Source: an optimization exercise on an open RTL-to-GDS flow (aim: small area, a short achievable clock period and few clock cycles per item). Production flows keep margins and buffers that such runs may drop.
Only simulation tests tie the RTL to the original design; equivalence was not proved.
No activity file was given, so power comes from the tool's default toggle rates.

==> flow/design.v <==
`timescale 1ns / 1ps
package grcd_pkg;
   localparam int MapDimDefault = 32;
   localparam int FracBits      = 16;
   localparam int VecFrac       = 14;
   localparam int RecipShift    = 46;
   localparam int PosW      = 22;
   localparam int VecW      = 16;
   localparam int SwW       = 13;
   localparam int MwW       = 7;
   localparam int ColW      = 12;
   localparam int CellAddrW = 12;
   localparam int DistW     = 24;
   localparam int HitW      = 6;
   localparam int CsrAddrW  = 5;
   localparam int CsrDataW  = 32;
   localparam int AbsW  = 29;
   localparam int CamQW = ColW + FracBits + 1;
   localparam int RecW  = RecipShift + 1;
   localparam int DiffW = RecW + 8;
   localparam int SCam  = 2;
   localparam int KRec  = 2;
   localparam int SPerp = 2;
   localparam logic [2:0] REG_POS_X    = 3'd0;
   localparam logic [2:0] REG_POS_Y    = 3'd1;
   localparam logic [2:0] REG_DIR_X    = 3'd2;
   localparam logic [2:0] REG_DIR_Y    = 3'd3;
   localparam logic [2:0] REG_PLANE_X  = 3'd4;
   localparam logic [2:0] REG_PLANE_Y  = 3'd5;
   localparam logic [2:0] REG_SCREEN_W = 3'd6;
   localparam logic [2:0] REG_MAP_W    = 3'd7;
   typedef struct packed {
      logic [PosW-1:0]        pos_x;
      logic [PosW-1:0]        pos_y;
      logic signed [VecW-1:0] dir_x;
      logic signed [VecW-1:0] dir_y;
      logic signed [VecW-1:0] plane_x;
      logic signed [VecW-1:0] plane_y;
      logic [SwW-1:0]         screen_width;
      logic [MwW-1:0]         map_width;
   } cfg_type;
endpackage
`timescale 1ns / 1ps
module grcd_div #(
   parameter int RW = 29,
   parameter int K  = 4
) (
   input  logic [RW-1:0] r_i,
   input  logic [K-1:0]  nbits_i,
   input  logic [RW-1:0] d_i,
   output logic [RW-1:0] r_o,
   output logic [K-1:0]  q_o
);
   logic [RW-1:0] r [K+1];
   logic [RW:0]   t [K];
   logic [RW+1:0] s [K];
   assign r[0] = r_i;
   for (genvar i = 0; i < K; i++) begin : g_step
      assign t[i] = {r[i], nbits_i[K-1-i]};
      assign s[i] = {1'b0, t[i]} - {2'b00, d_i};
      assign q_o[K-1-i] = !s[i][RW+1];
      assign r[i+1] = s[i][RW+1] ? t[i][RW-1:0] : s[i][RW-1:0];
   end
   assign r_o = r[K];
endmodule
module grcd_div4 #(
   parameter int RW = 29,
   parameter int S  = 2
) (
   input  logic [RW-1:0]  r_i,
   input  logic [2*S-1:0] nbits_i,
   input  logic [RW-1:0]  d_i,
   input  logic [RW+1:0]  d3_i,
   output logic [RW-1:0]  r_o,
   output logic [2*S-1:0] q_o
);
   logic [RW-1:0] r [S+1];
   assign r[0] = r_i;
   for (genvar i = 0; i < S; i++) begin : g_step
      logic [RW+1:0] t;
      logic [RW+2:0] s1, s2, s3;
      logic          ge1, ge2, ge3;
      assign t   = {r[i], nbits_i[2*S-1-2*i -: 2]};
      assign s1  = {1'b0, t} - {3'b000, d_i};
      assign s2  = {1'b0, t} - {2'b00, d_i, 1'b0};
      assign s3  = {1'b0, t} - {1'b0, d3_i};
      assign ge1 = !s1[RW+2];
      assign ge2 = !s2[RW+2];
      assign ge3 = !s3[RW+2];
      assign q_o[2*S-1-2*i -: 2] = ge3 ? 2'd3 : ge2 ? 2'd2 : ge1 ? 2'd1 : 2'd0;
      assign r[i+1] = ge3 ? s3[RW-1:0] : ge2 ? s2[RW-1:0] : ge1 ? s1[RW-1:0] : t[RW-1:0];
   end
   assign r_o = r[S];
endmodule
`timescale 1ns / 1ps
module grcd_ram #(
   parameter int DEPTH = 1024
) (
   input  logic                     clock,
   input  logic                     we,
   input  logic [$clog2(DEPTH)-1:0] waddr,
   input  logic                     wdata,
   input  logic [$clog2(DEPTH)-1:0] raddr,
   output logic                     rdata
);
   localparam int AW = $clog2(DEPTH);
   localparam int LW = AW / 2;
   localparam int HW = AW - LW;
   logic [DEPTH-1:0]    cells;
   logic [(1<<HW)-1:0]  hsel;
   logic [(1<<LW)-1:0]  lsel;
   for (genvar h = 0; h < (1 << HW); h++) begin : g_h
      assign hsel[h] = we && (waddr[AW-1:LW] == HW'(h));
   end
   for (genvar l = 0; l < (1 << LW); l++) begin : g_l
      assign lsel[l] = waddr[LW-1:0] == LW'(l);
   end
   always_ff @(posedge clock) begin
      for (int i = 0; i < DEPTH; i++) begin
         if (hsel[i >> LW] && lsel[i % (1 << LW)]) begin
            cells[i] <= wdata;
         end
      end
   end
   assign rdata = cells[raddr];
endmodule
`timescale 1ns / 1ps
module grcd_ctrl (
   input  logic                       clock,
   input  logic                       reset,
   input  grcd_pkg::cfg_type          cfg_i,
   input  logic                       c_done_i,
   output logic                       take_o,
   input  logic [grcd_pkg::AbsW-1:0]  ax_i,
   input  logic [grcd_pkg::AbsW-1:0]  ay_i,
   input  logic                       negx_i,
   input  logic                       negy_i,
   input  logic [grcd_pkg::RecW-1:0]  dx_i,
   input  logic [grcd_pkg::RecW-1:0]  dy_i,
   input  logic [grcd_pkg::RecW-1:0]  sx_i,
   input  logic [grcd_pkg::RecW-1:0]  sy_i,
   output logic [9:0]                 map_raddr_o,
   input  logic                       map_rdata_i,
   output logic                       walk_busy_o,
   output logic                       rsp_valid_o,
   input  logic                       rsp_ready_i,
   output logic [grcd_pkg::DistW-1:0] perp_dist_o,
   output logic                       hit_side_o,
   output logic [grcd_pkg::HitW-1:0]  hit_x_o,
   output logic [grcd_pkg::HitW-1:0]  hit_y_o,
   output logic                       hit_found_o
);
   localparam int FB    = grcd_pkg::FracBits;
   localparam int AW    = grcd_pkg::AbsW;
   localparam int RecW  = grcd_pkg::RecW;
   localparam int DiffW = grcd_pkg::DiffW;
   localparam int KP    = 2 * grcd_pkg::SPerp;
   localparam int ItP   = (grcd_pkg::DistW + KP - 1) / KP;
   localparam int NP    = ItP * KP;
   localparam int MW    = grcd_pkg::MwW;
   logic                    w_busy, w_done;
   logic [6:0]              w_cnt;
   logic signed [DiffW-1:0] w_diff;      
   logic [grcd_pkg::RecW-1:0] w_sy;      
   logic                    w_init;      
   logic [RecW-1:0]         w_dx, w_dy;
   logic [AW-1:0]           w_ax, w_ay;
   logic                    w_negx, w_negy, w_ax0, w_ay0;
   logic signed [8:0]       w_mx, w_my;
   logic signed [15:0]      w_lin;
   logic                    w_side;
   logic [6:0]              r_mx, r_my;
   logic                    r_side, r_hit;
   logic                    take_x, in_map, stop, w_xfer, w_fin;
   logic                    s_hit, s_side;
   logic [6:0]              s_mx, s_my;
   logic [5:0]              mx0, my0;
   logic signed [15:0]      mwv;
   assign mx0   = cfg_i.pos_x[grcd_pkg::PosW-1:FB];
   assign my0   = cfg_i.pos_y[grcd_pkg::PosW-1:FB];
   assign mwv   = 16'(cfg_i.map_width);
   assign take_x = !w_ax0 && (w_ay0 || w_diff[DiffW-1]);
   assign in_map = !w_mx[8] && !w_my[8] && (w_mx < $signed({2'b00, cfg_i.map_width}))
                   && (w_lin[15:10] == 6'd0);
   assign stop   = !w_init && (w_cnt != 7'd0) && (!in_map || map_rdata_i || (w_cnt == 7'd64));
   assign map_raddr_o = w_lin[9:0];
   assign take_o = c_done_i && (!w_busy || w_xfer);
   logic                p_busy, p_done, p_hit, p_side, p_ovf;
   logic [3:0]          p_ph;
   logic [5:0]          p_hx, p_hy;
   logic [AW-1:0]       p_a, p_r, p_r_nx;
   logic [AW+1:0]       p_a3;
   logic [NP-1:0]       p_nq;
   logic [KP-1:0]       p_q;
   logic [23:0]         p_num;
   logic signed [24:0]  num;
   logic [grcd_pkg::PosW-1:0] pos_sel;
   logic                p_xfer, out_free;
   logic [7:0]          edge_l;
   assign edge_l  = s_side ? 8'(s_my) + 8'(w_negy) : 8'(s_mx) + 8'(w_negx);
   assign pos_sel = s_side ? cfg_i.pos_y : cfg_i.pos_x;
   assign num     = $signed({1'b0, edge_l, 16'd0}) - $signed({3'b000, pos_sel});
   assign p_done  = p_busy && (p_ph == 4'(ItP + 1));
   assign w_fin   = w_busy && !w_done && stop;
   assign w_xfer  = w_done && (!p_busy || (p_done && !rsp_valid_o));
   assign s_hit   = r_hit;
   assign s_side  = r_side;
   assign s_mx    = r_mx;
   assign s_my    = r_my;
   assign out_free = !rsp_valid_o || rsp_ready_i;
   assign p_xfer  = p_done && out_free;
   assign walk_busy_o = w_busy;
   grcd_div4 #(.RW(AW), .S(grcd_pkg::SPerp)) u_div_p (
      .r_i(p_r), .nbits_i(p_nq[NP-1 -: KP]), .d_i(p_a), .d3_i(p_a3), .r_o(p_r_nx), .q_o(p_q));
   always_ff @(posedge clock) begin
      if (reset) begin
         w_busy      <= 1'b0;
         w_done      <= 1'b0;
         p_busy      <= 1'b0;
         rsp_valid_o <= 1'b0;
      end else begin
         if (take_o) begin
            w_busy <= 1'b1;
            w_done <= (ax_i == '0) && (ay_i == '0);
         end else if (w_xfer) begin
            w_busy <= 1'b0;
            w_done <= 1'b0;
         end else if (w_fin) begin
            w_done <= 1'b1;
         end
         if (w_xfer)      p_busy <= 1'b1;
         else if (p_xfer) p_busy <= 1'b0;
         if (p_xfer)          rsp_valid_o <= 1'b1;
         else if (rsp_ready_i) rsp_valid_o <= 1'b0;
      end
      if (take_o) begin
         w_cnt  <= '0;
         w_diff <= DiffW'(sx_i);
         w_sy   <= sy_i;
         w_init <= 1'b1;
         w_dx   <= dx_i;
         w_dy   <= dy_i;
         w_ax   <= ax_i;
         w_ay   <= ay_i;
         w_ax0  <= ax_i == '0;
         w_ay0  <= ay_i == '0;
         w_negx <= negx_i;
         w_negy <= negy_i;
         w_mx   <= 9'(mx0);
         w_my   <= 9'(my0);
         w_lin  <= 16'(mx0) + 16'(my0) * 16'(cfg_i.map_width);
         w_side <= 1'b0;
         r_hit  <= 1'b0;
      end else if (w_busy && w_init) begin
         w_diff <= w_diff - DiffW'(w_sy);
         w_init <= 1'b0;
      end else if (w_busy && !w_done) begin
         r_mx   <= w_mx[6:0];
         r_my   <= w_my[6:0];
         r_side <= w_side;
         r_hit  <= in_map && map_rdata_i;
         w_cnt  <= w_cnt + 7'd1;
         if (take_x) begin
            w_diff <= w_diff + DiffW'(w_dx);
            w_mx   <= w_negx ? w_mx - 9'sd1 : w_mx + 9'sd1;
            w_lin  <= w_negx ? w_lin - 16'sd1 : w_lin + 16'sd1;
            w_side <= 1'b0;
         end else begin
            w_diff <= w_diff - DiffW'(w_dy);
            w_my   <= w_negy ? w_my - 9'sd1 : w_my + 9'sd1;
            w_lin  <= w_negy ? w_lin - mwv : w_lin + mwv;
            w_side <= 1'b1;
         end
      end
      if (w_xfer) begin
         p_ph   <= '0;
         p_hit  <= s_hit;
         p_side <= s_side;
         p_hx   <= s_mx[5:0];
         p_hy   <= s_my[5:0];
         p_a    <= s_side ? w_ay : w_ax;
         p_num  <= num[24] ? 24'(-num) : 24'(num);
      end else if (p_busy && !p_done) begin
         p_ph <= p_ph + 4'd1;
         if (p_ph == 4'd0) begin
            p_ovf <= AW'(p_num[23:10]) >= p_a;
            p_a3  <= (AW+2)'(p_a) + (AW+2)'({p_a, 1'b0});
            p_r   <= AW'(p_num[23:10]);
            p_nq  <= NP'({p_num[9:0], 14'd0});
         end else begin
            p_r  <= p_r_nx;
            p_nq <= {p_nq[NP-KP-1:0], p_q};
         end
      end
      if (p_xfer) begin
         hit_found_o <= p_hit;
         hit_side_o  <= p_hit && p_side;
         hit_x_o     <= p_hit ? p_hx : '0;
         hit_y_o     <= p_hit ? p_hy : '0;
         perp_dist_o <= !p_hit ? '0 : p_ovf ? '1 : p_nq[grcd_pkg::DistW-1:0];
      end
   end
endmodule
`timescale 1ns / 1ps
module grcd_dp (
   input  logic                       clock,
   input  logic                       reset,
   input  grcd_pkg::cfg_type          cfg_i,
   input  logic                       load_i,
   input  logic [grcd_pkg::ColW-1:0]  column_i,
   input  logic                       take_i,       
   output logic                       a_free_o,     
   output logic                       busy_o,       
   output logic                       done_o,       
   output logic [grcd_pkg::AbsW-1:0]  ax_o,
   output logic [grcd_pkg::AbsW-1:0]  ay_o,
   output logic                       negx_o,
   output logic                       negy_o,
   output logic [grcd_pkg::RecW-1:0]  dx_o,
   output logic [grcd_pkg::RecW-1:0]  dy_o,
   output logic [grcd_pkg::RecW-1:0]  sx_o,
   output logic [grcd_pkg::RecW-1:0]  sy_o
);
   localparam int FB   = grcd_pkg::FracBits;
   localparam int AW   = grcd_pkg::AbsW;
   localparam int SwW  = grcd_pkg::SwW;
   localparam int QW   = grcd_pkg::CamQW;
   localparam int RecW = grcd_pkg::RecW;
   localparam int KA   = 2 * grcd_pkg::SCam;
   localparam int KC   = grcd_pkg::KRec;       
   localparam int ItA  = (QW + KA - 1) / KA;
   localparam int NA   = ItA * KA;
   localparam int NC   = 48;                   
   localparam int AccW = 36;
   logic           a_busy, a_done;
   logic [3:0]     a_cnt;
   logic [SwW-1:0] a_r, a_r_nx, sw_eff;
   logic [SwW+1:0] sw3_ff;
   logic [NA-1:0]  a_nq, a_nq_nx;
   logic [KA-1:0]  a_q;
   logic           a_xfer;
   assign sw_eff  = (cfg_i.screen_width == '0) ? SwW'(1) : cfg_i.screen_width;
   assign a_done  = a_busy && (a_cnt == 4'(ItA - 1));
   assign a_nq_nx = {a_nq[NA-KA-1:0], a_q};
   grcd_div4 #(.RW(SwW), .S(grcd_pkg::SCam)) u_div_a (
      .r_i     (a_r),
      .nbits_i (a_nq[NA-1 -: KA]),
      .d_i     (sw_eff),
      .d3_i    (sw3_ff),
      .r_o     (a_r_nx),
      .q_o     (a_q)
   );
   logic                   b_busy, b_done;
   logic [3:0]             b_cnt;
   logic [QW-1:0]          b_q;
   logic signed [AccW-1:0] b_accx, b_accy;
   logic [16:0]            b_plx, b_ply;     
   logic                   b_xfer;
   logic signed [AccW-1:0] b_q1, b_q2, bx_m, by_m, bx_s, by_s;
   logic signed [16:0]     cx, cy;           
   assign b_done = b_busy && (b_cnt == 4'd8);
   assign b_q1   = $signed({{(AccW-QW){1'b0}}, b_q});
   assign b_q2   = $signed({{(AccW-QW-1){1'b0}}, b_q, 1'b0});
   assign cx     = $signed({cfg_i.dir_x[15], cfg_i.dir_x}) - $signed({cfg_i.plane_x[15], cfg_i.plane_x});
   assign cy     = $signed({cfg_i.dir_y[15], cfg_i.dir_y}) - $signed({cfg_i.plane_y[15], cfg_i.plane_y});
   always_comb begin
      unique case (b_plx[2:0])
         3'b001, 3'b010: bx_m = b_q1;
         3'b011:         bx_m = b_q2;
         3'b100:         bx_m = -b_q2;
         3'b101, 3'b110: bx_m = -b_q1;
         default:        bx_m = '0;
      endcase
      unique case (b_ply[2:0])
         3'b001, 3'b010: by_m = b_q1;
         3'b011:         by_m = b_q2;
         3'b100:         by_m = -b_q2;
         3'b101, 3'b110: by_m = -b_q1;
         default:        by_m = '0;
      endcase
      bx_s = b_accx + bx_m;
      by_s = b_accy + by_m;
   end
   logic            sgx, sgy;
   logic [AccW-1:0] absx, absy, onex, oney;
   logic [4:0]      mx_b, my_b, m_b;
   logic [3:0]      jh_b;                  
   logic [4:0]      it_b;                  
   logic [FB:0]     fx, fy;
   logic [16:0]     fxp_ff, fyp_ff;        
   assign sgx  = b_accx[AccW-1];
   assign sgy  = b_accy[AccW-1];
   assign absx = sgx ? -b_accx : b_accx;
   assign absy = sgy ? -b_accy : b_accy;
   assign onex = b_accx ^ {AccW{sgx}};
   assign oney = b_accy ^ {AccW{sgy}};
   function automatic logic [4:0] msb29(input logic [AW-1:0] v);
      msb29 = 5'd0;
      for (int i = 0; i < AW; i++) if (v[i]) msb29 = 5'(i);
   endfunction
   assign mx_b = (b_accx == '0) ? 5'd28 : msb29(onex[AW-1:0]);
   assign my_b = (b_accy == '0) ? 5'd28 : msb29(oney[AW-1:0]);
   assign m_b  = (mx_b < my_b) ? mx_b : my_b;
   assign jh_b = m_b[4:1];
   assign it_b = 5'd24 - 5'(jh_b);
   assign fx   = sgx ? (FB+1)'(cfg_i.pos_x[FB-1:0]) : fxp_ff;
   assign fy   = sgy ? (FB+1)'(cfg_i.pos_y[FB-1:0]) : fyp_ff;
   logic [44:0] tdx, tsx, tdy, tsy;
   assign tdx = 45'(17'h10000) << {jh_b, 1'b0};
   assign tsx = 45'(fx) << {jh_b, 1'b0};
   assign tdy = tdx;
   assign tsy = 45'(fy) << {jh_b, 1'b0};
   logic                c1_busy, c1_done, c1_xfer;
   logic [3:0]          c1_rem;
   logic [3:0]          c1_n2;                  
   logic [AW-1:0]       c1_ax, c1_ay;
   logic                c1_negx, c1_negy;
   logic [AW-1:0]       c1_rdx, c1_rsx, c1_rdy, c1_rsy;
   logic [AW-1:0]       c1_rdx_nx, c1_rsx_nx, c1_rdy_nx, c1_rsy_nx;
   logic [NC-1:0]       c1_dx, c1_sx, c1_dy, c1_sy;
   logic [NC-1:0]       c1_dx_nx, c1_sx_nx, c1_dy_nx, c1_sy_nx;
   logic [KC-1:0]       c1_qdx, c1_qsx, c1_qdy, c1_qsy;
   assign c1_done  = c1_busy && (c1_rem == 4'd0);
   assign c1_dx_nx = {c1_dx[NC-KC-1:0], c1_qdx};
   assign c1_sx_nx = {c1_sx[NC-KC-1:0], c1_qsx};
   assign c1_dy_nx = {c1_dy[NC-KC-1:0], c1_qdy};
   assign c1_sy_nx = {c1_sy[NC-KC-1:0], c1_qsy};
   grcd_div #(.RW(AW), .K(KC)) u_div_dx1 (
      .r_i(c1_rdx), .nbits_i(c1_dx[NC-1 -: KC]), .d_i(c1_ax), .r_o(c1_rdx_nx), .q_o(c1_qdx));
   grcd_div #(.RW(AW), .K(KC)) u_div_sx1 (
      .r_i(c1_rsx), .nbits_i(c1_sx[NC-1 -: KC]), .d_i(c1_ax), .r_o(c1_rsx_nx), .q_o(c1_qsx));
   grcd_div #(.RW(AW), .K(KC)) u_div_dy1 (
      .r_i(c1_rdy), .nbits_i(c1_dy[NC-1 -: KC]), .d_i(c1_ay), .r_o(c1_rdy_nx), .q_o(c1_qdy));
   grcd_div #(.RW(AW), .K(KC)) u_div_sy1 (
      .r_i(c1_rsy), .nbits_i(c1_sy[NC-1 -: KC]), .d_i(c1_ay), .r_o(c1_rsy_nx), .q_o(c1_qsy));
   logic                c2_busy, c2_done, c2_xfer;
   logic [3:0]          c2_rem;
   logic [AW-1:0]       c2_ax, c2_ay;
   logic                c2_negx, c2_negy;
   logic [AW-1:0]       c2_rdx, c2_rsx, c2_rdy, c2_rsy;
   logic [AW-1:0]       c2_rdx_nx, c2_rsx_nx, c2_rdy_nx, c2_rsy_nx;
   logic [NC-1:0]       c2_dx, c2_sx, c2_dy, c2_sy;
   logic [NC-1:0]       c2_dx_nx, c2_sx_nx, c2_dy_nx, c2_sy_nx;
   logic [KC-1:0]       c2_qdx, c2_qsx, c2_qdy, c2_qsy;
   assign c2_done  = c2_busy && (c2_rem == 4'd0);
   assign c2_dx_nx = {c2_dx[NC-KC-1:0], c2_qdx};
   assign c2_sx_nx = {c2_sx[NC-KC-1:0], c2_qsx};
   assign c2_dy_nx = {c2_dy[NC-KC-1:0], c2_qdy};
   assign c2_sy_nx = {c2_sy[NC-KC-1:0], c2_qsy};
   grcd_div #(.RW(AW), .K(KC)) u_div_dx2 (
      .r_i(c2_rdx), .nbits_i(c2_dx[NC-1 -: KC]), .d_i(c2_ax), .r_o(c2_rdx_nx), .q_o(c2_qdx));
   grcd_div #(.RW(AW), .K(KC)) u_div_sx2 (
      .r_i(c2_rsx), .nbits_i(c2_sx[NC-1 -: KC]), .d_i(c2_ax), .r_o(c2_rsx_nx), .q_o(c2_qsx));
   grcd_div #(.RW(AW), .K(KC)) u_div_dy2 (
      .r_i(c2_rdy), .nbits_i(c2_dy[NC-1 -: KC]), .d_i(c2_ay), .r_o(c2_rdy_nx), .q_o(c2_qdy));
   grcd_div #(.RW(AW), .K(KC)) u_div_sy2 (
      .r_i(c2_rsy), .nbits_i(c2_sy[NC-1 -: KC]), .d_i(c2_ay), .r_o(c2_rsy_nx), .q_o(c2_qsy));
   assign c2_xfer  = c2_done && take_i;
   assign c1_xfer  = c1_done && (!c2_busy || c2_xfer);
   assign b_xfer   = b_done && (!c1_busy || c1_xfer);
   assign a_xfer   = a_done && (!b_busy || b_xfer);
   assign a_free_o = !a_busy;
   assign busy_o   = a_busy || b_busy || c1_busy || c2_busy;
   assign done_o   = c2_done;
   always_ff @(posedge clock) begin
      if (reset) begin
         a_busy  <= 1'b0;
         b_busy  <= 1'b0;
         c1_busy <= 1'b0;
         c2_busy <= 1'b0;
      end else begin
         if (load_i)       a_busy <= 1'b1;
         else if (a_xfer)  a_busy <= 1'b0;
         if (a_xfer)       b_busy <= 1'b1;
         else if (b_xfer)  b_busy <= 1'b0;
         if (b_xfer)       c1_busy <= 1'b1;
         else if (c1_xfer) c1_busy <= 1'b0;
         if (c1_xfer)      c2_busy <= 1'b1;
         else if (c2_xfer) c2_busy <= 1'b0;
      end
      sw3_ff <= (SwW+2)'(sw_eff) + (SwW+2)'({sw_eff, 1'b0});
      fxp_ff <= 17'h10000 - 17'(cfg_i.pos_x[FB-1:0]);
      fyp_ff <= 17'h10000 - 17'(cfg_i.pos_y[FB-1:0]);
      if (load_i) begin
         a_cnt <= '0;
         a_r   <= '0;
         a_nq  <= NA'({column_i, (FB + 1)'(0)});
      end else if (a_busy && !a_done) begin
         a_cnt <= a_cnt + 4'd1;
         a_r   <= a_r_nx;
         a_nq  <= a_nq_nx;
      end
      if (a_xfer) begin
         b_cnt  <= '0;
         b_q    <= a_nq_nx[QW-1:0];
         b_accx <= {{(AccW-33){cx[16]}}, cx, 16'd0};
         b_accy <= {{(AccW-33){cy[16]}}, cy, 16'd0};
         b_plx  <= {cfg_i.plane_x, 1'b0};
         b_ply  <= {cfg_i.plane_y, 1'b0};
      end else if (b_busy && !b_done) begin
         b_cnt  <= b_cnt + 4'd1;
         b_accx <= bx_s >>> 2;
         b_accy <= by_s >>> 2;
         b_plx  <= {{2{b_plx[16]}}, b_plx[16:2]};
         b_ply  <= {{2{b_ply[16]}}, b_ply[16:2]};
      end
      if (b_xfer) begin
         c1_rem  <= 4'((it_b + 5'd1) >> 1) - 4'd1;
         c1_n2   <= 4'(it_b >> 1) - 4'd1;
         c1_ax   <= absx[AW-1:0];
         c1_ay   <= absy[AW-1:0];
         c1_negx <= sgx;
         c1_negy <= sgy;
         c1_rdx  <= AW'(tdx[44:18]);
         c1_rsx  <= AW'(tsx[44:18]);
         c1_rdy  <= AW'(tdy[44:18]);
         c1_rsy  <= AW'(tsy[44:18]);
         c1_dx   <= {tdx[17:0], 30'd0};
         c1_sx   <= {tsx[17:0], 30'd0};
         c1_dy   <= {tdy[17:0], 30'd0};
         c1_sy   <= {tsy[17:0], 30'd0};
      end else if (c1_busy && !c1_done) begin
         c1_rem <= c1_rem - 4'd1;
         c1_rdx <= c1_rdx_nx;
         c1_rsx <= c1_rsx_nx;
         c1_rdy <= c1_rdy_nx;
         c1_rsy <= c1_rsy_nx;
         c1_dx  <= c1_dx_nx;
         c1_sx  <= c1_sx_nx;
         c1_dy  <= c1_dy_nx;
         c1_sy  <= c1_sy_nx;
      end
      if (c1_xfer) begin
         c2_rem  <= c1_n2;
         c2_ax   <= c1_ax;
         c2_ay   <= c1_ay;
         c2_negx <= c1_negx;
         c2_negy <= c1_negy;
         c2_rdx  <= c1_rdx_nx;
         c2_rsx  <= c1_rsx_nx;
         c2_rdy  <= c1_rdy_nx;
         c2_rsy  <= c1_rsy_nx;
         c2_dx   <= c1_dx_nx;
         c2_sx   <= c1_sx_nx;
         c2_dy   <= c1_dy_nx;
         c2_sy   <= c1_sy_nx;
      end else if (c2_busy && !c2_done) begin
         c2_rem <= c2_rem - 4'd1;
         c2_rdx <= c2_rdx_nx;
         c2_rsx <= c2_rsx_nx;
         c2_rdy <= c2_rdy_nx;
         c2_rsy <= c2_rsy_nx;
         c2_dx  <= c2_dx_nx;
         c2_sx  <= c2_sx_nx;
         c2_dy  <= c2_dy_nx;
         c2_sy  <= c2_sy_nx;
      end
   end
   assign ax_o   = c2_ax;
   assign ay_o   = c2_ay;
   assign negx_o = c2_negx;
   assign negy_o = c2_negy;
   assign dx_o   = c2_dx_nx[RecW-1:0];
   assign dy_o   = c2_dy_nx[RecW-1:0];
   assign sx_o   = c2_sx_nx[RecW-1:0];
   assign sy_o   = c2_sy_nx[RecW-1:0];
endmodule
`timescale 1ns / 1ps
module grid_ray_caster_dda_unit #(
   parameter int MAP_DIM = grcd_pkg::MapDimDefault
) (
   input  logic                           clock,
   input  logic                           reset,
   input  logic                           req_valid,
   output logic                           req_ready,
   input  logic                           req_kind,
   input  logic [grcd_pkg::ColW-1:0]      req_column,
   input  logic [grcd_pkg::CellAddrW-1:0] req_cell_addr,
   input  logic                           req_cell_wall,
   output logic                           rsp_valid,
   input  logic                           rsp_ready,
   output logic [grcd_pkg::DistW-1:0]     rsp_perp_dist,
   output logic                           rsp_hit_side,
   output logic [grcd_pkg::HitW-1:0]      rsp_hit_x,
   output logic [grcd_pkg::HitW-1:0]      rsp_hit_y,
   output logic                           rsp_hit_found,
   input  logic                           csr_psel,
   input  logic                           csr_penable,
   input  logic                           csr_pwrite,
   input  logic [grcd_pkg::CsrAddrW-1:0]  csr_paddr,
   input  logic [grcd_pkg::CsrDataW-1:0]  csr_pwdata,
   output logic [grcd_pkg::CsrDataW-1:0]  csr_prdata,
   output logic                           csr_pready
);
   localparam int DW       = grcd_pkg::CsrDataW;
   localparam int MapCells = MAP_DIM * MAP_DIM;
   localparam int AddrW    = $clog2(MapCells);
   grcd_pkg::cfg_type cfg_ff, cfg_in;
   logic              csr_wr;
   logic [2:0]        csr_idx;
   logic [DW-1:0]     rdata_in;
   assign csr_pready = 1'b1;
   assign csr_wr     = csr_psel & csr_penable & csr_pwrite;
   assign csr_idx    = csr_paddr[4:2];
   always_comb begin
      cfg_in = cfg_ff;
      if (csr_wr) begin
         unique case (csr_idx)
            grcd_pkg::REG_POS_X:    cfg_in.pos_x   = csr_pwdata[grcd_pkg::PosW-1:0];
            grcd_pkg::REG_POS_Y:    cfg_in.pos_y   = csr_pwdata[grcd_pkg::PosW-1:0];
            grcd_pkg::REG_DIR_X:    cfg_in.dir_x   = $signed(csr_pwdata[grcd_pkg::VecW-1:0]);
            grcd_pkg::REG_DIR_Y:    cfg_in.dir_y   = $signed(csr_pwdata[grcd_pkg::VecW-1:0]);
            grcd_pkg::REG_PLANE_X:  cfg_in.plane_x = $signed(csr_pwdata[grcd_pkg::VecW-1:0]);
            grcd_pkg::REG_PLANE_Y:  cfg_in.plane_y = $signed(csr_pwdata[grcd_pkg::VecW-1:0]);
            grcd_pkg::REG_SCREEN_W: cfg_in.screen_width = csr_pwdata[grcd_pkg::SwW-1:0];
            grcd_pkg::REG_MAP_W:    cfg_in.map_width    = csr_pwdata[grcd_pkg::MwW-1:0];
            default: cfg_in = cfg_ff;
         endcase
      end
   end
   always_comb begin
      unique case (csr_idx)
         grcd_pkg::REG_POS_X:    rdata_in = DW'(cfg_ff.pos_x);
         grcd_pkg::REG_POS_Y:    rdata_in = DW'(cfg_ff.pos_y);
         grcd_pkg::REG_DIR_X:    rdata_in = DW'(cfg_ff.dir_x);
         grcd_pkg::REG_DIR_Y:    rdata_in = DW'(cfg_ff.dir_y);
         grcd_pkg::REG_PLANE_X:  rdata_in = DW'(cfg_ff.plane_x);
         grcd_pkg::REG_PLANE_Y:  rdata_in = DW'(cfg_ff.plane_y);
         grcd_pkg::REG_SCREEN_W: rdata_in = DW'(cfg_ff.screen_width);
         grcd_pkg::REG_MAP_W:    rdata_in = DW'(cfg_ff.map_width);
         default:                rdata_in = '0;
      endcase
   end
   assign csr_prdata = rdata_in;
   always_ff @(posedge clock) begin
      if (reset) begin
         cfg_ff.pos_x        <= '0;
         cfg_ff.pos_y        <= '0;
         cfg_ff.dir_x        <= -16'sd16384;
         cfg_ff.dir_y        <= '0;
         cfg_ff.plane_x      <= '0;
         cfg_ff.plane_y      <= 16'sd10813;
         cfg_ff.screen_width <= 13'd640;
         cfg_ff.map_width    <= 7'd24;
      end else begin
         cfg_ff <= cfg_in;
      end
   end
   logic             clr_busy;
   logic [AddrW-1:0] clr_ff;
   logic             wr_pend, wr_ok, wr_wall;
   logic [AddrW-1:0] wr_addr;
   logic             a_free, setup_busy, walk_busy, c_done, take;
   logic             accept, cast_in, wr_apply;
   logic             map_we, map_wdata, map_rdata;
   logic [AddrW-1:0] map_waddr, map_raddr;
   assign req_ready = !clr_busy && !wr_pend && a_free;
   assign accept    = req_valid && req_ready;
   assign cast_in   = accept && req_kind;
   assign wr_apply  = wr_pend && !setup_busy && !walk_busy;
   assign map_we    = clr_busy || (wr_apply && wr_ok);
   assign map_waddr = clr_busy ? clr_ff : wr_addr;
   assign map_wdata = !clr_busy && wr_wall;
   always_ff @(posedge clock) begin
      if (reset) begin
         clr_busy <= 1'b1;
         clr_ff   <= '0;
         wr_pend  <= 1'b0;
      end else begin
         if (clr_busy) begin
            clr_ff <= clr_ff + AddrW'(1);
            if (clr_ff == '1) clr_busy <= 1'b0;
         end
         if (accept && !req_kind) wr_pend <= 1'b1;
         else if (wr_apply)       wr_pend <= 1'b0;
      end
      if (accept && !req_kind) begin
         wr_ok   <= req_cell_addr < grcd_pkg::CellAddrW'(MapCells);
         wr_addr <= req_cell_addr[AddrW-1:0];
         wr_wall <= req_cell_wall;
      end
   end
   grcd_ram #(
      .DEPTH (MapCells)
   ) u_map (
      .clock (clock),
      .we    (map_we),
      .waddr (map_waddr),
      .wdata (map_wdata),
      .raddr (map_raddr),
      .rdata (map_rdata)
   );
   logic [grcd_pkg::AbsW-1:0] ax, ay;
   logic                      negx, negy;
   logic [grcd_pkg::RecW-1:0] dx, dy, sx, sy;
   grcd_dp u_dp (
      .clock    (clock),
      .reset    (reset),
      .cfg_i    (cfg_ff),
      .load_i   (cast_in),
      .column_i (req_column),
      .take_i   (take),
      .a_free_o (a_free),
      .busy_o   (setup_busy),
      .done_o   (c_done),
      .ax_o     (ax),
      .ay_o     (ay),
      .negx_o   (negx),
      .negy_o   (negy),
      .dx_o     (dx),
      .dy_o     (dy),
      .sx_o     (sx),
      .sy_o     (sy)
   );
   grcd_ctrl u_ctrl (
      .clock       (clock),
      .reset       (reset),
      .cfg_i       (cfg_ff),
      .c_done_i    (c_done),
      .take_o      (take),
      .ax_i        (ax),
      .ay_i        (ay),
      .negx_i      (negx),
      .negy_i      (negy),
      .dx_i        (dx),
      .dy_i        (dy),
      .sx_i        (sx),
      .sy_i        (sy),
      .map_raddr_o (map_raddr),
      .map_rdata_i (map_rdata),
      .walk_busy_o (walk_busy),
      .rsp_valid_o (rsp_valid),
      .rsp_ready_i (rsp_ready),
      .perp_dist_o (rsp_perp_dist),
      .hit_side_o  (rsp_hit_side),
      .hit_x_o     (rsp_hit_x),
      .hit_y_o     (rsp_hit_y),
      .hit_found_o (rsp_hit_found)
   );
endmodule
==> flow/run.sh <==
#!/bin/bash
# synth_recipe.tcl (not shown) runs the flow's synth.tcl, then flattens the netlist and writes it again
# the make line also repeats each setting of config.mk as NAME=value (left out here)
make -C /OpenROAD-flow-scripts/flow DESIGN_CONFIG=/design/flow/config.mk WORK_HOME=/design/flow/orfs CLKGATE_MAP_FILE= SYNTH_SCRIPT=/design/flow/synth_recipe.tcl finish
==> flow/config.mk <==
export PLATFORM = sky130hd
export DESIGN_NAME = grid_ray_caster_dda_unit
export DESIGN_NICKNAME = grid_ray_caster_dda_unit
export VERILOG_FILES = /design/flow/design.v
export SDC_FILE = /design/flow/constraint.sdc
export NUM_CORES = 4
export LEC_CHECK = 0
export ABC_AREA = 1
export CAP_MARGIN = 20
export CORE_MARGIN = 2
export CORE_UTILIZATION = 40
export SETUP_SLACK_MARGIN = 4
export SLEW_MARGIN = 20
export TNS_END_PERCENT = 100
==> flow/constraint.sdc <==
create_clock -name core_clock -period 10.0 [get_ports {clock}]
set_input_delay 2.0000 -clock core_clock [delete_from_list [all_inputs] [get_ports {clock}]]
set_output_delay 2.0000 -clock core_clock [all_outputs]
set_load 0.01 [all_outputs]
==> run summary, run 1 <==
FINAL LAYOUT
------------------------------------------------------------------------------
Fraction of layout cells with a size suffix above 1                      17.9%
Synth-to-Final Area Change                                               22.9%
Layout Nets                                                              21.5k

STA
------------------------------------------------------------------------------
Final period demand of the worst path                                  6.94 ns
Final Slew Violations                                                        0
Achievable Freq                                                        144 MHz
Slew margin rel.                                                         15.8%
Measured slew at the worst slew-check pin                              1.25 ns
Post-layout worst setup margin                                         3.06 ns
# setup viols final                                                          0
Final critical-path share of the clock period                            69.4%
Number of hold violations in the final report                                0
Largest clock skew in the final design                               0.0602 ns
RSZ-0062 raised after global routing                                      true

PLACE
------------------------------------------------------------------------------
Routability-driven placement congestion ratio                            0.950
Port-buffer cells                                                          129
Worst-case setup slack after placement                                 1.44 ns
Post-DP HPWL                                                            363 mm

DRT
------------------------------------------------------------------------------
Post-route ant nets                                                          0
DR vias/cell                                                              5.67
First-pass iteration count of the detailed router                            8
DRC violations left                                                          0
Final wirelength                                                        574 mm
DRT iter0 DRCs                                                           16.6k
Average routed wire per standard cell                                  22.1 um
Vias                                                                      147k

SETUP PATH
------------------------------------------------------------------------------
End point of the critical path                                    u_ctrl.p_r[14]
Startpoint of the most critical setup path                        u_ctrl.p_a[0]
Crit end category                                                     register
Worst reg-to-reg setup slack                                           3.06 ns
Startpoint of the worst-slack reg-to-reg timing path              u_ctrl.p_a[0]
Critical Setup Path Class                                         register to register
Count of cells along the worst register-to-register path                    47
Maximum net fanout on the critical path                                      6
Worst Path Required                                                   10.79 ns
Most frequent CP cell                                             sky130_fd_sc_hd__a21oi_2
Slowest stage cell on the critical path                           sky130_fd_sc_hd__edfxtp_1
Capture instance of the worst register-to-register path           u_ctrl.p_r[14]
Largest stage delay on the critical path                               0.52 ns
Crit start category                                                   register
Worst EP arrival                                                       7.73 ns

STATUS
------------------------------------------------------------------------------
Run status                                                        finished clean

SYNTH
------------------------------------------------------------------------------
Number of distinct library cells after synthesis                            80
Synth Area per Inst                                                 8.52 sq um
Top flip-flop cell by instance count after synthesis              sky130_fd_sc_hd__edfxtp_1
Post-synthesis sequential element count                                   2676
Syn Std Cell Area                                                 165000 sq um
Async set or reset register ratio after synthesis                           0%
Warning count from the yosys run                                            12
Synthesized Nets                                                         20.5k
Cell count after synthesis                                               19.3k
Number of enable-type register cells in the synthesized netlist           2248
Register area share after synthesis                                      46.2%

POWER AND IR DROP
------------------------------------------------------------------------------
Total Power Consumption                                                33.9 mW
Maximum ir drop on the vdd rail                                     0.000371 V
Power Density                                                      167 nW/um^2
P_leak                                                                 79.1 nW

DIE
------------------------------------------------------------------------------
Die width                                                               646 um
Core region area                                                  410000 sq um
Initial Utilization                                                      40.2%
Height of the die                                                       646 um
Number of cell rows                                                        235
Number of top-level pins                                                   143
Die area                                                          417000 sq um

CTS
------------------------------------------------------------------------------
Clock sink total                                                          2676
Clock latency on the worst-skew pair                                   0.97 ns
Clock Pin Slew Worst Setup and Hold Paths                              0.06 ns
Cell chosen for the clock root                                    sky130_fd_sc_hd__clkbuf_16
CTS Buf Count                                                              312
Deepest clock path buffer count                                              4
# H-tree levels                                                              5
CTS tree                                                                   yes

GLOBAL ROUTING
------------------------------------------------------------------------------
Global-route total usage across every layer                              25.8%
Global-route wire length before repair                                  830 mm
Total gr overflow                                                            0
Initial antenna violation count                                             26
Pin count of the biggest net entering global routing                       243
Vias in the first global route                                            134k

RUN
------------------------------------------------------------------------------
Max Cap Violations                                                           0

HOLD PATH
------------------------------------------------------------------------------
Cells on Worst Hold Path                                                     0
HP Start                                                           cfg_ff[106]
Type of the worst min-delay path                                  register to register

where the power goes:
part	leakage (nW)	internal, mW	switching, mW	total [mW]
Sequential	21.8	12.3	0.151	12.4
Clock	4.91	6.61	4.88	11.5
Combinational	52.3	4.24	5.69	9.93
Total	79.1	23.1	10.7	33.9
cells in the mapped netlist, drive strengths merged, types with 8 or more instances:
cell type | count | area, sq um
xnor2 | 391 | 3420
nor2 | 2768 | 10500
a21o | 35 | 263
o21a | 30 | 225
o211ai | 155 | 1170
nor4 | 43 | 300
nand3b | 20 | 150
o21ai | 2146 | 10800
nand2 | 3143 | 11800
dfxtp | 428 | 8570
o221ai | 30 | 263
xor2 | 552 | 4830
a21oi | 1372 | 6870
fa | 58 | 1160
clkbuf | 761 | 2860
a221o | 11 | 110
buf | 147 | 756
o32ai | 23 | 201
edfxtp | 2248 | 67500
a32oi | 12 | 105
a21boi | 42 | 315
and2 | 12 | 75.1
o2111ai | 15 | 131
inv | 1795 | 6740
a31oi | 79 | 494
mux2i | 10 | 116
nand3 | 701 | 3560
o22ai | 557 | 3480
o31ai | 34 | 265
a22oi | 12 | 90.1
o21bai | 89 | 676
clkinv | 8 | 30.0
a22o | 14 | 123
ha | 1060 | 13300
nand4 | 106 | 691
a221oi | 44 | 385
nor3 | 161 | 915
a211oi | 36 | 270
or2 | 133 | 832
final cells by class:
class | instances | area [sq um]
fill | 37800 | 208000
multi-input combinational | 14000 | 87300
sequential | 2676 | 76100
timing repair buffer | 1525 | 14800
clock buffer | 406 | 8540
inverter | 1803 | 7110
tap | 5451 | 6820
clock inverter | 159 | 1520
timing repair inverter | 16 | 171
antenna | 13 | 32.5
worst max-delay path: cells and delay by family, from the launching register on:
| kind | cells | cell delay [ns] |
|---|---|---|
| AND/OR/NAND/NOR | 14 | 1.51 |
| flip-flops | 1 | 0.52 |
| buffers and inverters | 10 | 1.24 |
| adder cells (fa/ha/maj) | 3 | 0.64 |
| AO/OA/AOI/OAI | 20 | 2.76 |
logic make-up after synthesis:
family,after synthesis,synth area share (%)
buffers and inverters,2711,6.30
AO/OA/AOI/OAI,4753,16.0
XOR/XNOR,943,5.02
adder cells (fa/ha/maj),1118,8.76
AND/OR/NAND/NOR,7101,17.6
multiplexers,13,0.0912
other,1,0.00228
flip-flops,2676,46.2
repair_timing:
action | 4_1_cts | 5_1_grt
gates resized for setup | 1520 | 1257
pin swaps | 424 | 605
setup endpoints to repair | 401 | 632
gates cloned | 75 | 19
setup buffers | 806 | 337
hold buffers | 0 | 0
per-stage QoR:
stage | util [%] | hold slack (ns) | std cells | area (sq um) | setup TNS [ns]
final | 49.4 | 0.371 | 26000 | 202000 | 0
after CTS | 47.4 | 0.369 | 25600 | 194000 | 0
after floorplan | - | 0.352 | 19300 | 165000 | -320.37
after global placement | 41.8 | 0.364 | 24200 | 171000 | 0
after detailed placement | 41.8 | 0.360 | 24200 | 171000 | 0
after global routing | 49.4 | 0.377 | 26000 | 202000 | 0
layout by cell type, fill, tap and decap left out, types with 121 or more instances in the layout:
| master | n |
|---|---|
| sky130_fd_sc_hd__nand2_1 | 2726 |
| sky130_fd_sc_hd__xnor2_1 | 377 |
| sky130_fd_sc_hd__edfxtp_1 | 2248 |
| sky130_fd_sc_hd__nand2_4 | 167 |
| sky130_fd_sc_hd__o21ai_0 | 1675 |
| sky130_fd_sc_hd__o22ai_1 | 551 |
| sky130_fd_sc_hd__dfxtp_1 | 415 |
| sky130_fd_sc_hd__o21ai_1 | 192 |
| sky130_fd_sc_hd__nand3_1 | 543 |
| sky130_fd_sc_hd__nand2_2 | 240 |
| sky130_fd_sc_hd__o211ai_1 | 153 |
| sky130_fd_sc_hd__inv_1 | 1644 |
| sky130_fd_sc_hd__a21oi_2 | 156 |
| sky130_fd_sc_hd__a21oi_1 | 1185 |
| sky130_fd_sc_hd__buf_4 | 1017 |
| sky130_fd_sc_hd__xor2_1 | 545 |
| sky130_fd_sc_hd__nor3_1 | 121 |
| sky130_fd_sc_hd__nand3_2 | 137 |
| sky130_fd_sc_hd__clkbuf_16 | 332 |
| sky130_fd_sc_hd__buf_6 | 233 |
| sky130_fd_sc_hd__o21ai_2 | 196 |
| sky130_fd_sc_hd__ha_1 | 949 |
| sky130_fd_sc_hd__nor2_1 | 2649 |
per-layer routing:
| layer | up-vias | GRT usage, % | routed length, um |
|---|---|---|---|
| met3 | 1375 | 4.44 | 54800 |
| met1 | 70600 | 36.8 | 246000 |
| met5 | - | 0 | 99 |
| li1 | 68600 | - | - |
| met4 | 16 | 10.6 | 28800 |
| met2 | 6706 | 38.7 | 245000 |
state kept, by name, summed over array words and instances, names as in the netlist, 47 cells and up:
name           count
cfg_ff           128
u_ctrl.w_diff     55
u_ctrl.w_dx       47
u_ctrl.w_dy       47
u_ctrl.w_sy       47
u_dp.c1_dx        48
u_dp.c1_dy        48
u_dp.c1_sx        48
u_dp.c1_sy        48
u_dp.c2_dx        48
u_dp.c2_dy        48
u_dp.c2_sx        48
u_dp.c2_sy        48
u_map.cells     1024
worst min path at each step:
stage	end	slack [ns]
global route	u_dp.fxp_ff[0]	0.38
detailed placement	u_dp.fxp_ff[0]	0.36
CTS	u_dp.fxp_ff[0]	0.37
finish	u_dp.fxp_ff[0]	0.37
global placement	u_dp.fxp_ff[0]	0.36
floorplan	u_dp.fxp_ff[0]	0.35
Testbench counts, summed over its fixed seeds: cycles 18,517, casts 1,536.
==> run 2, diff against run 1 <==
--- a/flow/design.v
+++ b/flow/design.v
@@ -198,13 +198,13 @@
    logic                p_xfer, out_free;
-   logic [7:0]          edge_l;
+   logic [7:0]          edge_l, p_edge;
    assign edge_l  = s_side ? 8'(s_my) + 8'(w_negy) : 8'(s_mx) + 8'(w_negx);
-   assign pos_sel = s_side ? cfg_i.pos_y : cfg_i.pos_x;
-   assign num     = $signed({1'b0, edge_l, 16'd0}) - $signed({3'b000, pos_sel});
-   assign p_done  = p_busy && (p_ph == 4'(ItP + 1));
+   assign pos_sel = p_side ? cfg_i.pos_y : cfg_i.pos_x;
+   assign num     = $signed({1'b0, p_edge, 16'd0}) - $signed({3'b000, pos_sel});
+   assign p_done  = p_busy && (p_ph == 4'(ItP + 2));
    assign w_fin   = w_busy && !w_done && stop;
-   assign w_xfer  = w_done && (!p_busy || (p_done && !rsp_valid_o));
-   assign s_hit   = r_hit;
-   assign s_side  = r_side;
-   assign s_mx    = r_mx;
-   assign s_my    = r_my;
+   assign w_xfer  = (w_done || w_fin) && (!p_busy || (p_done && !rsp_valid_o));
+   assign s_hit   = w_done ? r_hit  : (in_map && map_rdata_i);
+   assign s_side  = w_done ? r_side : w_side;
+   assign s_mx    = w_done ? r_mx   : w_mx[6:0];
+   assign s_my    = w_done ? r_my   : w_my[6:0];
    assign out_free = !rsp_valid_o || rsp_ready_i;
@@ -281,3 +281,3 @@
          p_a    <= s_side ? w_ay : w_ax;
-         p_num  <= num[24] ? 24'(-num) : 24'(num);
+         p_edge <= edge_l;
       end else if (p_busy && !p_done) begin
@@ -285,2 +285,4 @@
          if (p_ph == 4'd0) begin
+            p_num <= num[24] ? 24'(-num) : 24'(num);
+         end else if (p_ph == 4'd1) begin
             p_ovf <= AW'(p_num[23:10]) >= p_a;
==> run summary, run 2 <==
SETUP PATH
------------------------------------------------------------------------------
Worst Path Required                                                   10.64 ns
Maximum net fanout on the critical path                                     13
Count of cells along the worst register-to-register path                    44
Most frequent CP cell                                             sky130_fd_sc_hd__buf_4
Largest stage delay on the critical path                               0.45 ns
Worst EP arrival                                                       7.74 ns
Crit start category                                                   register
Crit end category                                                     register
Slowest stage cell on the critical path                           sky130_fd_sc_hd__inv_1
Critical Setup Path Class                                         register to register

SYNTH
------------------------------------------------------------------------------
Synthesized Nets                                                         20.5k
Warning count from the yosys run                                            12
Async set or reset register ratio after synthesis                           0%
Area share of the largest cell type after synthesis                      40.9%
Cell type with the highest aggregate area in the netlist          sky130_fd_sc_hd__edfxtp_1
Syn Std Cell Area                                                 166000 sq um
Cell with the most instances after synthesis                      sky130_fd_sc_hd__nand2_1
Area contributors post-synth                                      sky130_fd_sc_hd__edfxtp_1 (41%), sky130_fd_sc_hd__ha_1 (8.0%), sky130_fd_sc_hd__nand2_1 (7.6%)
Post-synth top cells                                              sky130_fd_sc_hd__nand2_1 (3339), sky130_fd_sc_hd__nor2_1 (2534), sky130_fd_sc_hd__edfxtp_1 (2256)
Post-synthesis sequential element count                                   2684
Number of enable-type register cells in the synthesized netlist           2256
Register area share after synthesis                                      46.1%
Top flip-flop cell by instance count after synthesis              sky130_fd_sc_hd__edfxtp_1
Synth Area per Inst                                                 8.56 sq um
Number of distinct library cells after synthesis                            91
Cell count after synthesis                                               19.4k

DRT
------------------------------------------------------------------------------
DRT iter0 DRCs                                                           16.2k
Vias                                                                      148k
DRC violations left                                                          0
Post-route ant nets                                                          0
Final wirelength                                                        586 mm
First-pass iteration count of the detailed router                            8
Average routed wire per standard cell                                  22.4 um
DR vias/cell                                                              5.66

CTS
------------------------------------------------------------------------------
Clock sink total                                                          2684
Hold buffer count at cts                                                     0
Clock Pin Slew Worst Setup and Hold Paths                              0.06 ns
Deepest clock path buffer count                                              4
CTS tree                                                                   yes
Clock latency on the worst-skew pair                                   1.00 ns
CTS Buf Count                                                              311
# H-tree levels                                                              5
Cell chosen for the clock root                                    sky130_fd_sc_hd__clkbuf_16

PLACE
------------------------------------------------------------------------------
Inst Count DP                                                            24.2k
Post-DP HPWL                                                            357 mm
Port-buffer cells                                                          129
Routability-driven placement congestion ratio                            0.966
Worst-case setup slack after placement                                 1.44 ns

DIE
------------------------------------------------------------------------------
Die width                                                               648 um
Initial Utilization                                                      40.1%
Number of cell rows                                                        236
Height of the die                                                       648 um
Die area                                                          419000 sq um
Number of top-level pins                                                   143
Core region area                                                  413000 sq um

FINAL LAYOUT
------------------------------------------------------------------------------
Leading cell types in the layout, fill and taps excluded          sky130_fd_sc_hd__nand2_1 (2945), sky130_fd_sc_hd__nor2_1 (2437), sky130_fd_sc_hd__edfxtp_1 (2256)
Synth-to-Final Area Change                                               23.4%
Fraction of layout cells with a size suffix above 1                      18.3%
Biggest registers after layout                                    u_map.cells (1024), cfg_ff (128), u_ctrl.w_diff (55)
Largest reg by FF count                                            u_map.cells
Number of flip-flops under the largest register name                      1024
Layout Nets                                                              21.6k
Most common cell after layout, fill and taps aside                sky130_fd_sc_hd__nand2_1
Final non-filler cell total                                              26.1k

HOLD PATH
------------------------------------------------------------------------------
Type of the worst min-delay path                                  register to register
Cells on Worst Hold Path                                                     0

GLOBAL ROUTING
------------------------------------------------------------------------------
Vias in the first global route                                            137k
Initial antenna violation count                                             23
Global-route total usage across every layer                              26.2%
Total gr overflow                                                            0
Pin count of the biggest net entering global routing                       266
Global-route wire length before repair                                  843 mm

STA
------------------------------------------------------------------------------
RSZ-0062 raised after global routing                                      true
Final Slew Violations                                                        0
Final period demand of the worst path                                  7.10 ns
Slew margin rel.                                                         13.1%
Largest clock skew in the final design                                0.111 ns
Achievable Freq                                                        141 MHz
Post-layout worst setup margin                                         2.90 ns
Final critical-path share of the clock period                            71.0%
# setup viols final                                                          0
Total negative slack                                                      0 ns
Measured slew at the worst slew-check pin                              1.30 ns
Number of hold violations in the final report                                0

POWER AND IR DROP
------------------------------------------------------------------------------
P_leak                                                                 80.0 nW
Power Density                                                      173 nW/um^2
Maximum ir drop on the vdd rail                                     0.000281 V

RUN
------------------------------------------------------------------------------
Max Cap Violations                                                           0

STATUS
------------------------------------------------------------------------------
Run status                                                        finished clean

run 2: changes by cell type after synthesis, sizes merged, moves of 19 or more:
cell	before	now
inv	1795	1722
o22ai	557	461
nor2	2768	2565
o21ai	2146	2071
xnor2	391	436
o211ai	155	136
nand2	3143	3370
a221oi	44	65
clkbuf	761	545
buf	147	363
nand3	701	898
or2	133	102
run 2: metrics by stage:
step	power, mW	util (%)	hold slack [ns]	instance area [sq um]
floorplan	17.4	-	0.352	166000
global placement	19.0	41.7	0.371	172000
detailed placement	19.1	41.7	0.367	172000
CTS	33.2	47.5	0.375	196000
global route	36.6	49.5	0.379	204000
finish	35.3	49.5	0.377	205000
run 2: what timing repair did:
action | CTS | global route
cloned | 94 | 16
gates resized for setup | 1693 | 1245
setup buffers | 829 | 356
setup endpoints to repair | 1812 | 713
pin swaps | 445 | 635
run 2: metal layers:
layer	GRT usage (%)	part of all wire (%)	wire (um)
met4	10.7	5.1	29800
met1	36.2	42	244000
met2	40.7	44	256000
met3	4.40	9.6	56500
met5	0	0.0060	35
run 2: power breakdown:
group	total (mW)	internal, mW	switching, mW
logic	11.4	4.77	6.67
registers	12.5	12.4	0.156
clock network	11.3	6.41	4.91
run 2: cells by family after synthesis:
kind of cell    share of synthesized area [%]
compound gates                           15.4
mux                                    0.0680
xor+xnor                                 5.27
flops                                    46.1
other cells                           0.00226
fa+ha+maj                                8.71
simple gates                             18.2
buf+inv                                  6.36
run 2: worst paths after layout:
kind / startpoint / end / slack (ns)
setup / recovery: u_dp.c2_ax[5] / u_dp.c2_rsx[12] / 2.90
hold / removal: cfg_ff[106] / u_dp.fxp_ff[0] / 0.38
setup reg to reg: u_dp.c2_ax[5] / u_dp.c2_rsx[12] / 2.90
hold reg to reg: cfg_ff[106] / u_dp.fxp_ff[0] / 0.38
run 2: critical path: cells and delay by family, from the launching register on:
family          cells  cell delay (ns)
compound gates     16             2.59
flops               1             0.40
fa+ha+maj           2             0.62
buf+inv            15             2.29
xor+xnor            1             0.15
simple gates       10             0.78
run 2: area by class of cell:
class | count | area [sq um]
fill | 37700 | 208000
multi-input combinational | 14000 | 88000
sequential | 2684 | 76300
timing repair buffer | 1568 | 16000
clock buffer | 420 | 8610
inverter | 1736 | 6940
tap | 5474 | 6850
clock inverter | 149 | 1320
timing repair inverter | 29 | 498
antenna | 10 | 25.0
Testbench counts of run 2, summed over its fixed seeds: cycles 17,930, casts 1,536.
==> run 3, diff against run 2 <==
--- a/flow/config.mk
+++ b/flow/config.mk
@@ -10,3 +10,3 @@
 export CORE_MARGIN = 2
-export CORE_UTILIZATION = 40
+export CORE_UTILIZATION = 55
 export SETUP_SLACK_MARGIN = 4
==> run summary, run 3 <==
STATUS
--------------------------------------------------------------------------------
Run status                                                          finished clean

GLOBAL ROUTING
--------------------------------------------------------------------------------
Global-route wire length before repair                                    847 mm
Initial antenna violation count                                               36
Vias in the first global route                                              135k
Total gr overflow                                                              0
Global-route total usage across every layer                                36.5%
Pin count of the biggest net entering global routing                         243

SYNTH
--------------------------------------------------------------------------------
Syn Std Cell Area                                                   166000 sq um
Top flip-flop cell by instance count after synthesis                sky130_fd_sc_hd__edfxtp_1
Cell count after synthesis                                                 19.4k
Synthesized-area fraction occupied by adder cells                          8.71%
Combinational family with the most area after synthesis             simple AND/OR/NAND/NOR gates
Warning count from the yosys run                                              12
Register area share after synthesis                                        46.1%
Area contributors post-synth                                        sky130_fd_sc_hd__edfxtp_1 (41%), sky130_fd_sc_hd__ha_1 (8.0%), sky130_fd_sc_hd__nand2_1 (7.6%)
Area share of the largest cell type after synthesis                        40.9%
Async set or reset register ratio after synthesis                             0%
Fraction of synthesized area in multiplexers                             0.0680%
Share of the synthesized netlist area taken by xor and xnor gates          5.27%
Cell with the most instances after synthesis                        sky130_fd_sc_hd__nand2_1
Post-synthesis sequential element count                                     2684
Synth Area per Inst                                                   8.56 sq um
Number of distinct library cells after synthesis                              91
Compound-Gate Fraction of Synth Area                                       15.4%
Post-synth top cells                                                sky130_fd_sc_hd__nand2_1 (3339), sky130_fd_sc_hd__nor2_1 (2534), sky130_fd_sc_hd__edfxtp_1 (2256)
Number of enable-type register cells in the synthesized netlist             2256
Cell type with the highest aggregate area in the netlist            sky130_fd_sc_hd__edfxtp_1
Synthesized-area fraction occupied by and/or/nand/nor cells                18.2%
Synthesized Nets                                                           20.5k

CTS
--------------------------------------------------------------------------------
CTS Buf Count                                                                308
CTS tree                                                                     yes
Clock latency on the worst-skew pair                                     0.96 ns
Clock Pin Slew Worst Setup and Hold Paths                                0.06 ns
# H-tree levels                                                                5
Cell chosen for the clock root                                      sky130_fd_sc_hd__clkbuf_16
Deepest clock path buffer count                                                4
Clock sink total                                                            2684

FINAL LAYOUT
--------------------------------------------------------------------------------
Area of the multi-input gates                                        87200 sq um
Leading cell types in the layout, fill and taps excluded            sky130_fd_sc_hd__nand2_1 (3004), sky130_fd_sc_hd__nor2_1 (2436), sky130_fd_sc_hd__edfxtp_1 (2256)
Finished Core Util                                                         66.6%
Synth-to-Final Area Change                                                 20.5%
Filler Cells Inserted                                                      24.7k
FF/Latch Area                                                        76300 sq um
Biggest registers after layout                                      u_map.cells (1024), cfg_ff (128), u_ctrl.w_diff (55)
Largest reg by FF count                                              u_map.cells
Layout Nets                                                                21.4k
Most common cell after layout, fill and taps aside                  sky130_fd_sc_hd__nand2_1
Fraction of layout cells with a size suffix above 1                        16.9%
Number of flip-flops under the largest register name                        1024
Final non-filler cell total                                                24.4k

DIE
--------------------------------------------------------------------------------
Height of the die                                                         553 um
Die area                                                            306000 sq um
Number of top-level pins                                                     143
Initial Utilization                                                        55.3%
Die width                                                                 553 um
Core region area                                                    300000 sq um
Number of cell rows                                                          201

SETUP PATH
--------------------------------------------------------------------------------
Critical Setup Path Class                                           register to register
Worst EP arrival                                                         7.48 ns
Maximum net fanout on the critical path                                        6
Largest stage delay on the critical path                                 0.41 ns
Most frequent CP cell                                               sky130_fd_sc_hd__o21ai_2
Crit start category                                                     register
Worst Path Required                                                     10.60 ns
Startpoint of the worst-slack reg-to-reg timing path                u_dp.c2_ax[2]
Slowest stage cell on the critical path                             sky130_fd_sc_hd__edfxtp_1
Crit end category                                                       register
Startpoint of the most critical setup path                          u_dp.c2_ax[2]

STA
--------------------------------------------------------------------------------
Measured slew at the worst slew-check pin                                1.31 ns
Post-layout worst setup margin                                           3.12 ns
Achievable Freq                                                          145 MHz
Largest clock skew in the final design                                 0.0911 ns
Final Slew Violations                                                          0
Final period demand of the worst path                                    6.88 ns
# setup viols final                                                            0
Total negative slack                                                        0 ns
Number of hold violations in the final report                                  0
Final critical-path share of the clock period                              68.8%
Slew margin rel.                                                           12.2%
RSZ-0062 raised after global routing                                        true

POWER AND IR DROP
--------------------------------------------------------------------------------
Maximum ir drop on the vdd rail                                       0.000492 V
P_leak                                                                   78.8 nW
Power Density                                                        173 nW/um^2

DRT
--------------------------------------------------------------------------------
Vias                                                                        147k
DR vias/cell                                                                6.05
Post-route ant nets                                                            0
DRC violations left                                                            0
First-pass iteration count of the detailed router                              7
DRT iter0 DRCs                                                             18.2k
Average routed wire per standard cell                                    24.2 um
Final wirelength                                                          589 mm

RUN
--------------------------------------------------------------------------------
Max Cap Violations                                                             0

PLACE
--------------------------------------------------------------------------------
Port-buffer cells                                                            129
Routability-driven placement congestion ratio                              0.978
Post-DP HPWL                                                              375 mm
Inst Count DP                                                              22.8k
Worst-case setup slack after placement                                   1.44 ns

HOLD PATH
--------------------------------------------------------------------------------
Type of the worst min-delay path                                    register to register
HP Start                                                             cfg_ff[106]

-- run 3: cell counts after synthesis --
No cell type changed its count.
-- run 3: layout make-up --
cell class              count  share of cell area (%)
flip-flops and latches   2684                    38.2
multi-input cells       14100                    43.7
clock buffers             384                    4.11
diodes                     10                  0.0125
repair buffers           1353                    6.89
repair inverters           28                   0.199
clock inverters           176                   0.973
well taps                3958                    2.48
inverters                1736                    3.44
-- run 3: report_power, final --
part	internal, mW	total [mW]	switching [mW]	leakage (nW)
registers	12.4	12.5	0.168	22.0
clock network	6.56	11.5	4.95	4.91
logic	4.26	10.5	6.22	52.0
total	23.2	34.5	11.3	78.8
-- run 3: logic make-up (layout without fill, tap and decap cells) --
logic type,count (synthesis),after routing
adders and majority gates,1119,1119
buffers and inverters,2644,3677
and+or+nand+nor,7315,7339
muxes,11,11
AOI/OAI and AO/OA,4583,4584
xor gates and xnor gates,997,997
DFF,2684,2684
other,1,11
-- run 3: worst paths after layout --
kind                          end  slack [ns]  cells past startpoint
setup / recovery  u_dp.c2_rsx[27]        3.12                     42
hold reg to reg    u_dp.fxp_ff[0]        0.39                      0
setup reg to reg  u_dp.c2_rsx[27]        3.12                     42
hold / removal     u_dp.fxp_ff[0]        0.39                      0
-- run 3: stage by stage --
stage | hold slack [ns] | area [sq um] | total power [mW]
floorplan | 0.352 | 166000 | 17.4
global placement | 0.369 | 170000 | 19.1
detailed placement | 0.368 | 170000 | 19.2
CTS | 0.383 | 191000 | 32.5
global route | 0.423 | 200000 | 35.8
finish | 0.386 | 200000 | 34.5
-- run 3: worst max-delay path: cells and delay by family (launching register included) --
family / cells / cell delay, ns
compound gates: 25 / 3.69
simple gates: 11 / 0.94
fa+ha+maj: 2 / 0.60
flops: 1 / 0.41
buf+inv: 4 / 0.92
-- run 3: what timing repair did --
item | 4_1_cts | 5_1_grt
setup buffers | 554 | 385
cloned | 77 | 28
endpoints found under the setup margin | 1850 | 1258
gates resized for setup | 1320 | 1302
pin swaps | 323 | 574
hold buffers | 0 | 0
-- run 3: routing by layer --
layer | global-route usage (%) | part of all wire, % | wire, um
met1 | 51.0 | 41 | 241000
met2 | 54.9 | 43 | 254000
met3 | 7.45 | 11 | 64200
met4 | 15.4 | 5.1 | 30000
met5 | 0 | 0.014 | 80

==> re-timing with driven ports <==
The flow's constraints put no driver on any port. The routed layouts listed below were extracted and timed again, unchanged, in two steps. Step 1 sets driving cells, clkbuf_16 on the clock port and buf_2 on the other inputs (assumed; they add their load-dependent delay and slew). Step 2, shift: input delay + t, output delay - t, t = (earliest + latest rising clock arrival at the registers) / 2. This alone moves slack from input paths to output paths. Slacks: ideal / step 1 / step 2; pairs: ideal / step 1.
| run | t, ns | slack for setup (ns) | worst hold slack (ns) | latest minus earliest clock arrival (ns) |
|---|---|---|---|---|
| run 1 | 1.067 | 3.063 / 3.063 / 3.063 | 0.371 / 0.371 / 0.371 | 0.072 / 0.073 |
| run 2 | 1.067 | 2.904 / 2.904 / 2.904 | 0.377 / 0.377 / 0.377 | 0.111 / 0.111 |
| run 3 | 1.024 | 3.124 / 3.124 / 3.124 | 0.386 / 0.386 / 0.386 | 0.091 / 0.091 |
After both steps setup and hold are still met in every run listed.
